Background: an optimization exercise with open tools, aiming at small area, a short achievable clock period and few clock cycles. Do not read the settings as production practice.
In this exercise RTL edits were held to simulation tests only and were not proved equivalent to the original.

==> module mexp_unit, before the edit <==
module mexp_unit #(
	parameter int W = 32
) (
	input  logic [W-1:0] r_i,
	input  logic [W-1:0] p_i,
	input  logic [W-1:0] m_i,
	output logic [W-1:0] y_o
);
	localparam int X = W + 3;
	logic [X-1:0] r2, p, nm1, nm2;
	logic [X-1:0] s1, c1, s2, c2;
	logic [X-1:0] t, x1, x2;
	assign r2  = {2'b00, r_i, 1'b0};
	assign p   = {3'b000, p_i};
	assign nm1 = ~{3'b000, m_i};
	assign nm2 = ~{2'b00, m_i, 1'b0};
	assign s1 = r2 ^ p ^ nm1;
	assign c1 = {((r2 & p) | (r2 & nm1) | (p & nm1)), 1'b1};
	assign s2 = r2 ^ p ^ nm2;
	assign c2 = {((r2 & p) | (r2 & nm2) | (p & nm2)), 1'b1};
	assign t  = r2 + p;
	assign x1 = s1 + c1;
	assign x2 = s2 + c2;
	always_comb begin
		if (!x2[X-1]) begin
			y_o = x2[W-1:0];
		end else if (!x1[X-1]) begin
			y_o = x1[W-1:0];
		end else begin
			y_o = t[W-1:0];
		end
	end
endmodule
==> module modular_exponentiation, before the edit <==
module modular_exponentiation #(
	parameter int OPERAND_BITS = 32
) (
	input  logic        clk,
	input  logic        arst_n,
	input  logic        s_tvalid,
	output logic        s_tready,
	input  logic [95:0] s_tdata,
	output logic        m_tvalid,
	input  logic        m_tready,
	output logic [31:0] m_tdata,
	output logic        m_tuser
);
	localparam int W = OPERAND_BITS;
	typedef enum logic [2:0] {
		S_IDLE = 3'd0,
		S_CHK  = 3'd1,
		S_SKIP = 3'd2,
		S_RUN  = 3'd3,
		S_FRST = 3'd6,
		S_DONE = 3'd4,
		S_OUT  = 3'd5
	} seq_state_t;
	seq_state_t   state_q;
	logic [W-1:0] mod_q;
	logic [W-1:0] acc_q;
	logic [W-1:0] r_q;
	logic [W-1:0] p_q;
	logic         sq_q;
	logic [4:0]   cnt_q;
	logic [4:0]   eidx_q;
	logic         err_q;
	logic [W-1:0] in_b;
	logic [W-1:0] in_e;
	logic [W-1:0] step;
	logic         ebit;
	logic         last;
	assign in_b = s_tdata[31:0];
	assign in_e = s_tdata[63:32];
	assign ebit = in_e[eidx_q];
	assign last = (cnt_q == 5'd0);
	mexp_unit #(
		.W(W)
	) u_unit (
		.r_i  (r_q),
		.p_i  (p_q),
		.m_i  (mod_q),
		.y_o  (step)
	);
	always_ff @(posedge clk) begin
		mod_q <= s_tdata[95:64];
	end
	always_ff @(posedge clk or negedge arst_n) begin
		if (!arst_n) begin
			state_q <= S_IDLE;
		end else begin
			unique case (state_q)
				S_IDLE: begin
					if (s_tvalid) begin
						state_q <= S_CHK;
					end
				end
				S_CHK: begin
					if (mod_q == '0 || in_e == '0) begin
						state_q <= S_DONE;
					end else begin
						state_q <= S_SKIP;
					end
				end
				S_SKIP: begin
					if (ebit) begin
						state_q <= S_FRST;
					end
				end
				S_FRST: begin
					state_q <= S_RUN;
				end
				S_RUN: begin
					if (last) begin
						if (!(sq_q && ebit) && eidx_q == 5'd0) begin
							state_q <= S_DONE;
						end else begin
							state_q <= S_FRST;
						end
					end
				end
				S_DONE: begin
					state_q <= S_OUT;
				end
				S_OUT: begin
					if (m_tready) begin
						state_q <= s_tvalid ? S_CHK : S_IDLE;
					end
				end
				default: begin
					state_q <= S_IDLE;
				end
			endcase
		end
	end
	always_ff @(posedge clk) begin
		p_q <= (sq_q ? acc_q[cnt_q - 5'd1] : in_b[cnt_q - 5'd1]) ? acc_q : '0;
	end
	always_ff @(posedge clk) begin
		if (state_q == S_RUN) begin
			r_q <= step;
		end else if (state_q == S_FRST && (sq_q ? acc_q[W-1] : in_b[W-1])) begin
			r_q <= acc_q;
		end else begin
			r_q <= '0;
		end
	end
	always_ff @(posedge clk) begin
		unique case (state_q)
			S_CHK: begin
				err_q  <= (mod_q == '0);
				acc_q  <= (mod_q == '0) ? W'(0) : W'(1);
				eidx_q <= 5'd31;
			end
			S_SKIP: begin
				sq_q  <= 1'b0;
				cnt_q <= 5'd31;
				if (!ebit) begin
					eidx_q <= eidx_q - 5'd1;
				end
			end
			S_FRST: begin
				cnt_q <= cnt_q - 5'd1;
			end
			S_RUN: begin
				cnt_q <= cnt_q - 5'd1;
				if (last) begin
					acc_q <= step;
					if (sq_q && ebit) begin
						sq_q  <= 1'b0;
					end else begin
						sq_q   <= 1'b1;
						eidx_q <= eidx_q - 5'd1;
					end
				end
			end
			default: begin
			end
		endcase
	end
	assign s_tready = (state_q == S_DONE);
	assign m_tvalid = (state_q == S_OUT);
	assign m_tdata  = acc_q;
	assign m_tuser  = err_q;
endmodule
Settings: LEC_CHECK=0, CAP_MARGIN=20, CORE_MARGIN=2, CORE_UTILIZATION=40, SETUP_SLACK_MARGIN=2.5, SLEW_MARGIN=20, TNS_END_PERCENT=100; clock period 7.0 ns.
run.sh (not shown) runs the stock make flow with config.mk's settings and CLKGATE_MAP_FILE= SYNTH_SCRIPT=/design/flow/synth_recipe.tcl, a recipe that flattens the netlist after the stock synthesis.
Testbench counts at the start, summed over its fixed seeds: cycles 282,571.
Change:
--- a/flow/design.v
+++ b/flow/design.v
@@ -5,19 +5,20 @@
 `timescale 1ns / 1ps
 module mexp_unit #(
 	parameter int W = 32
 ) (
+	input  logic         bit_i,
 	input  logic [W-1:0] r_i,
-	input  logic [W-1:0] p_i,
+	input  logic [W-1:0] a_i,
 	input  logic [W-1:0] m_i,
 	output logic [W-1:0] y_o
 );
 	localparam int X = W + 3;
 	logic [X-1:0] r2, p, nm1, nm2;
 	logic [X-1:0] s1, c1, s2, c2;
 	logic [X-1:0] t, x1, x2;
 	assign r2  = {2'b00, r_i, 1'b0};
-	assign p   = {3'b000, p_i};
+	assign p   = bit_i ? {3'b000, a_i} : '0;
 	assign nm1 = ~{3'b000, m_i};
 	assign nm2 = ~{2'b00, m_i, 1'b0};
 	assign s1 = r2 ^ p ^ nm1;
 	assign c1 = {((r2 & p) | (r2 & nm1) | (p & nm1)), 1'b1};
@@ -55,17 +56,16 @@
 		S_IDLE = 3'd0,
 		S_CHK  = 3'd1,
 		S_SKIP = 3'd2,
 		S_RUN  = 3'd3,
-		S_FRST = 3'd6,
 		S_DONE = 3'd4,
 		S_OUT  = 3'd5
 	} seq_state_t;
 	seq_state_t   state_q;
 	logic [W-1:0] mod_q;
 	logic [W-1:0] acc_q;
 	logic [W-1:0] r_q;
-	logic [W-1:0] p_q;
+	logic         bit_q;
 	logic         sq_q;
 	logic [4:0]   cnt_q;
 	logic [4:0]   eidx_q;
 	logic         err_q;
@@ -80,10 +80,11 @@
 	assign last = (cnt_q == 5'd0);
 	mexp_unit #(
 		.W(W)
 	) u_unit (
+		.bit_i(bit_q),
 		.r_i  (r_q),
-		.p_i  (p_q),
+		.a_i  (acc_q),
 		.m_i  (mod_q),
 		.y_o  (step)
 	);
 	always_ff @(posedge clk) begin
@@ -107,21 +108,14 @@
 					end
 				end
 				S_SKIP: begin
 					if (ebit) begin
-						state_q <= S_FRST;
+						state_q <= S_RUN;
 					end
 				end
-				S_FRST: begin
-					state_q <= S_RUN;
-				end
 				S_RUN: begin
-					if (last) begin
-						if (!(sq_q && ebit) && eidx_q == 5'd0) begin
-							state_q <= S_DONE;
-						end else begin
-							state_q <= S_FRST;
-						end
+					if (last && !(sq_q && ebit) && eidx_q == 5'd0) begin
+						state_q <= S_DONE;
 					end
 				end
 				S_DONE: begin
 					state_q <= S_OUT;
@@ -137,15 +131,10 @@
 			endcase
 		end
 	end
 	always_ff @(posedge clk) begin
-		p_q <= (sq_q ? acc_q[cnt_q - 5'd1] : in_b[cnt_q - 5'd1]) ? acc_q : '0;
-	end
-	always_ff @(posedge clk) begin
-		if (state_q == S_RUN) begin
+		if (state_q == S_RUN && !last) begin
 			r_q <= step;
-		end else if (state_q == S_FRST && (sq_q ? acc_q[W-1] : in_b[W-1])) begin
-			r_q <= acc_q;
 		end else begin
 			r_q <= '0;
 		end
 	end
@@ -158,23 +147,26 @@
 			end
 			S_SKIP: begin
 				sq_q  <= 1'b0;
 				cnt_q <= 5'd31;
+				bit_q <= in_b[W-1];
 				if (!ebit) begin
 					eidx_q <= eidx_q - 5'd1;
 				end
 			end
-			S_FRST: begin
-				cnt_q <= cnt_q - 5'd1;
-			end
 			S_RUN: begin
-				cnt_q <= cnt_q - 5'd1;
-				if (last) begin
+				if (!last) begin
+					cnt_q <= cnt_q - 5'd1;
+					bit_q <= sq_q ? acc_q[cnt_q - 5'd1] : in_b[cnt_q - 5'd1];
+				end else begin
 					acc_q <= step;
+					cnt_q <= 5'd31;
 					if (sq_q && ebit) begin
 						sq_q  <= 1'b0;
+						bit_q <= in_b[W-1];
 					end else begin
 						sq_q   <= 1'b1;
+						bit_q  <= step[W-1];
 						eidx_q <= eidx_q - 5'd1;
 					end
 				end
 			end
The changed run completed without violations. Synthesized cell count shrinks by 11%. Fmax shrinks by 3.0%. Area after synthesis shrinks by 12%. Critical path depth grows by 2. Design area shrinks by 11%.
Testbench counts after the change, summed over its fixed seeds: cycles 282,571.

---

## maple
The RTL this note starts from:
==> flow/design.v <==
`timescale 1ns / 1ps
package mexp_pkg;
	localparam int unsigned FIELD_BITS = 32;
endpackage
`timescale 1ns / 1ps
module mexp_unit #(
	parameter int W = 32
) (
	input  logic         bit_i,
	input  logic [W-1:0] r_i,
	input  logic [W-1:0] a_i,
	input  logic [W-1:0] m_i,
	output logic [W-1:0] y_o
);
	localparam int X = W + 3;
	logic [X-1:0] r2, p, nm1, nm2;
	logic [X-1:0] s1, c1, s2, c2;
	logic [X-1:0] t, x1, x2;
	assign r2  = {2'b00, r_i, 1'b0};
	assign p   = bit_i ? {3'b000, a_i} : '0;
	assign nm1 = ~{3'b000, m_i};
	assign nm2 = ~{2'b00, m_i, 1'b0};
	assign s1 = r2 ^ p ^ nm1;
	assign c1 = {((r2 & p) | (r2 & nm1) | (p & nm1)), 1'b1};
	assign s2 = r2 ^ p ^ nm2;
	assign c2 = {((r2 & p) | (r2 & nm2) | (p & nm2)), 1'b1};
	assign t  = r2 + p;
	assign x1 = s1 + c1;
	assign x2 = s2 + c2;
	always_comb begin
		if (!x2[X-1]) begin
			y_o = x2[W-1:0];
		end else if (!x1[X-1]) begin
			y_o = x1[W-1:0];
		end else begin
			y_o = t[W-1:0];
		end
	end
endmodule
`timescale 1ns / 1ps
module modular_exponentiation #(
	parameter int OPERAND_BITS = 32
) (
	input  logic        clk,
	input  logic        arst_n,
	input  logic        s_tvalid,
	output logic        s_tready,
	input  logic [95:0] s_tdata,
	output logic        m_tvalid,
	input  logic        m_tready,
	output logic [31:0] m_tdata,
	output logic        m_tuser
);
	localparam int W = OPERAND_BITS;
	typedef enum logic [2:0] {
		S_IDLE = 3'd0,
		S_CHK  = 3'd1,
		S_SKIP = 3'd2,
		S_RUN  = 3'd3,
		S_FRST = 3'd6,
		S_DONE = 3'd4,
		S_OUT  = 3'd5
	} seq_state_t;
	seq_state_t   state_q;
	logic [W-1:0] mod_q;
	logic [W-1:0] acc_q;
	logic [W-1:0] r_q;
	logic         bit_q;
	logic         sq_q;
	logic [4:0]   cnt_q;
	logic [4:0]   eidx_q;
	logic         err_q;
	logic [W-1:0] in_b;
	logic [W-1:0] in_e;
	logic [W-1:0] step;
	logic         ebit;
	logic         last;
	assign in_b = s_tdata[31:0];
	assign in_e = s_tdata[63:32];
	assign ebit = in_e[eidx_q];
	assign last = (cnt_q == 5'd0);
	mexp_unit #(
		.W(W)
	) u_unit (
		.bit_i(bit_q),
		.r_i  (r_q),
		.a_i  (acc_q),
		.m_i  (mod_q),
		.y_o  (step)
	);
	always_ff @(posedge clk) begin
		mod_q <= s_tdata[95:64];
	end
	always_ff @(posedge clk or negedge arst_n) begin
		if (!arst_n) begin
			state_q <= S_IDLE;
		end else begin
			unique case (state_q)
				S_IDLE: begin
					if (s_tvalid) begin
						state_q <= S_CHK;
					end
				end
				S_CHK: begin
					if (mod_q == '0 || in_e == '0) begin
						state_q <= S_DONE;
					end else begin
						state_q <= S_SKIP;
					end
				end
				S_SKIP: begin
					if (ebit) begin
						state_q <= S_FRST;
					end
				end
				S_FRST: begin
					state_q <= S_RUN;
				end
				S_RUN: begin
					if (last) begin
						if (!(sq_q && ebit) && eidx_q == 5'd0) begin
							state_q <= S_DONE;
						end else begin
							state_q <= S_FRST;
						end
					end
				end
				S_DONE: begin
					state_q <= S_OUT;
				end
				S_OUT: begin
					if (m_tready) begin
						state_q <= s_tvalid ? S_CHK : S_IDLE;
					end
				end
				default: begin
					state_q <= S_IDLE;
				end
			endcase
		end
	end
	always_ff @(posedge clk) begin
		if (state_q == S_RUN) begin
			r_q <= step;
		end else if (state_q == S_FRST && (sq_q ? acc_q[W-1] : in_b[W-1])) begin
			r_q <= acc_q;
		end else begin
			r_q <= '0;
		end
	end
	always_ff @(posedge clk) begin
		unique case (state_q)
			S_CHK: begin
				err_q  <= (mod_q == '0);
				acc_q  <= (mod_q == '0) ? W'(0) : W'(1);
				eidx_q <= 5'd31;
			end
			S_SKIP: begin
				sq_q  <= 1'b0;
				if (!ebit) begin
					eidx_q <= eidx_q - 5'd1;
				end
			end
			S_FRST: begin
				cnt_q <= 5'd30;
				bit_q <= sq_q ? acc_q[W-2] : in_b[W-2];
			end
			S_RUN: begin
				if (!last) begin
					cnt_q <= cnt_q - 5'd1;
					bit_q <= sq_q ? acc_q[cnt_q - 5'd1] : in_b[cnt_q - 5'd1];
				end else begin
					acc_q <= step;
					if (sq_q && ebit) begin
						sq_q  <= 1'b0;
					end else begin
						sq_q   <= 1'b1;
						eidx_q <= eidx_q - 5'd1;
					end
				end
			end
			default: begin
			end
		endcase
	end
	assign s_tready = (state_q == S_DONE);
	assign m_tvalid = (state_q == S_OUT);
	assign m_tdata  = acc_q;
	assign m_tuser  = err_q;
endmodule
export LEC_CHECK = 0
export CAP_MARGIN = 20
export CORE_MARGIN = 2
export CORE_UTILIZATION = 40
export SETUP_SLACK_MARGIN = 2.5
export SLEW_MARGIN = 20
export TNS_END_PERCENT = 100
create_clock -name core_clock -period 7.0 [get_ports {clk}]
Testbench counts of maple, summed over its fixed seeds: cycles 282,571.
> inputs changed (maple -> birch)
--- a/flow/design.v
+++ b/flow/design.v
@@ -7,7 +7,6 @@
 	parameter int W = 32
 ) (
-	input  logic         bit_i,
 	input  logic [W-1:0] r_i,
-	input  logic [W-1:0] a_i,
+	input  logic [W-1:0] p_i,
 	input  logic [W-1:0] m_i,
 	output logic [W-1:0] y_o
@@ -18,5 +17,5 @@
 	logic [X-1:0] t, x1, x2;
 	assign r2  = {2'b00, r_i, 1'b0};
-	assign p   = bit_i ? {3'b000, a_i} : '0;
+	assign p   = {3'b000, p_i};
 	assign nm1 = ~{3'b000, m_i};
 	assign nm2 = ~{2'b00, m_i, 1'b0};
@@ -66,9 +65,12 @@
 	logic [W-1:0] acc_q;
 	logic [W-1:0] r_q;
-	logic         bit_q;
+	logic [W-1:0] p_q;
 	logic         sq_q;
 	logic [4:0]   cnt_q;
 	logic [4:0]   eidx_q;
 	logic         err_q;
+	logic         spec_q;
+	logic         init_q;
+	logic [W-1:0] mul;
 	logic [W-1:0] in_b;
 	logic [W-1:0] in_e;
@@ -83,7 +85,6 @@
 		.W(W)
 	) u_unit (
-		.bit_i(bit_q),
 		.r_i  (r_q),
-		.a_i  (acc_q),
+		.p_i  (p_q),
 		.m_i  (mod_q),
 		.y_o  (step)
@@ -140,9 +141,13 @@
 		end
 	end
+	assign mul = init_q ? W'(1) : acc_q;
+	always_ff @(posedge clk) begin
+		p_q <= (sq_q ? acc_q[cnt_q - 5'd1] : in_b[cnt_q - 5'd1]) ? mul : '0;
+	end
 	always_ff @(posedge clk) begin
 		if (state_q == S_RUN) begin
 			r_q <= step;
 		end else if (state_q == S_FRST && (sq_q ? acc_q[W-1] : in_b[W-1])) begin
-			r_q <= acc_q;
+			r_q <= mul;
 		end else begin
 			r_q <= '0;
@@ -153,9 +158,11 @@
 			S_CHK: begin
 				err_q  <= (mod_q == '0);
-				acc_q  <= (mod_q == '0) ? W'(0) : W'(1);
+				spec_q <= (mod_q == '0) || (in_e == '0);
 				eidx_q <= 5'd31;
 			end
 			S_SKIP: begin
-				sq_q  <= 1'b0;
+				sq_q   <= 1'b0;
+				init_q <= 1'b1;
+				cnt_q <= 5'd31;
 				if (!ebit) begin
 					eidx_q <= eidx_q - 5'd1;
@@ -163,13 +170,11 @@
 			end
 			S_FRST: begin
-				cnt_q <= 5'd30;
-				bit_q <= sq_q ? acc_q[W-2] : in_b[W-2];
+				cnt_q <= cnt_q - 5'd1;
 			end
 			S_RUN: begin
-				if (!last) begin
-					cnt_q <= cnt_q - 5'd1;
-					bit_q <= sq_q ? acc_q[cnt_q - 5'd1] : in_b[cnt_q - 5'd1];
-				end else begin
-					acc_q <= step;
+				cnt_q <= cnt_q - 5'd1;
+				if (last) begin
+					acc_q  <= step;
+					init_q <= 1'b0;
 					if (sq_q && ebit) begin
 						sq_q  <= 1'b0;
@@ -186,5 +191,5 @@
 	assign s_tready = (state_q == S_DONE);
 	assign m_tvalid = (state_q == S_OUT);
-	assign m_tdata  = acc_q;
+	assign m_tdata  = spec_q ? {{(W - 1){1'b0}}, !err_q} : acc_q;
 	assign m_tuser  = err_q;
 endmodule
Findings:
In the flow results for birch and maple, the worst hold slack is smaller on birch. Highest-delay cell along the critical path = sky130_fd_sc_hd__fa_1: maple; highest-delay cell along the critical path = sky130_fd_sc_hd__a2111oi_1: birch. Re area after synthesis: birch is 12% up on maple. Cmp birch and maple / fraction of registers with async set or reset after synthesis / higher: maple. birch has pin count of the biggest net entering global routing above what maple had. Re all-layer global routing usage: birch is 0.31 points down on maple. Via count of the first global-routing pass delta for birch relative to maple: 5.8% higher.
Testbench counts of birch, summed over its fixed seeds: cycles 282,571.

[separate check: timing with driven ports]
How much do the figures lean on ideal ports? The routed layouts below were timed once more, with nothing changed but the port constraints.
Step 1 sets driving cells, clkbuf_16 on the clock port and buf_2 on the other inputs (assumed; they add their load-dependent delay and slew).
Step 2 also shifts input and output timing later by t, the mid clock arrival at the registers, as if the neighbouring blocks saw the same clock.
Three values: no drivers, after step 1, after step 2; two values: the first two.
run | shift t [ns] | setup WS [ns] | worst setup path at the end | worst register clock-pin slew, ns | pins driven straight from the clock port
the first run of note 1 | 0.489 | 2.662 / 2.662 / 2.558 | input to register | 0.07 / 0.07 | 1
the second run of note 1 | 0.419 | 2.528 / 2.528 / 2.528 | register to register | 0.08 / 0.08 | 1
maple | 0.418 | 2.695 / 2.695 / 2.695 | register to register | 0.09 / 0.09 | 1
birch | 0.508 | 2.710 / 2.710 / 2.710 | register to register | 0.08 / 0.08 | 1
After both steps setup and hold are still met in every run listed. For the first run of note 1, which loses most, drivers alone change the setup slack by 0.000 ns; drivers and shift together by -0.104 ns.
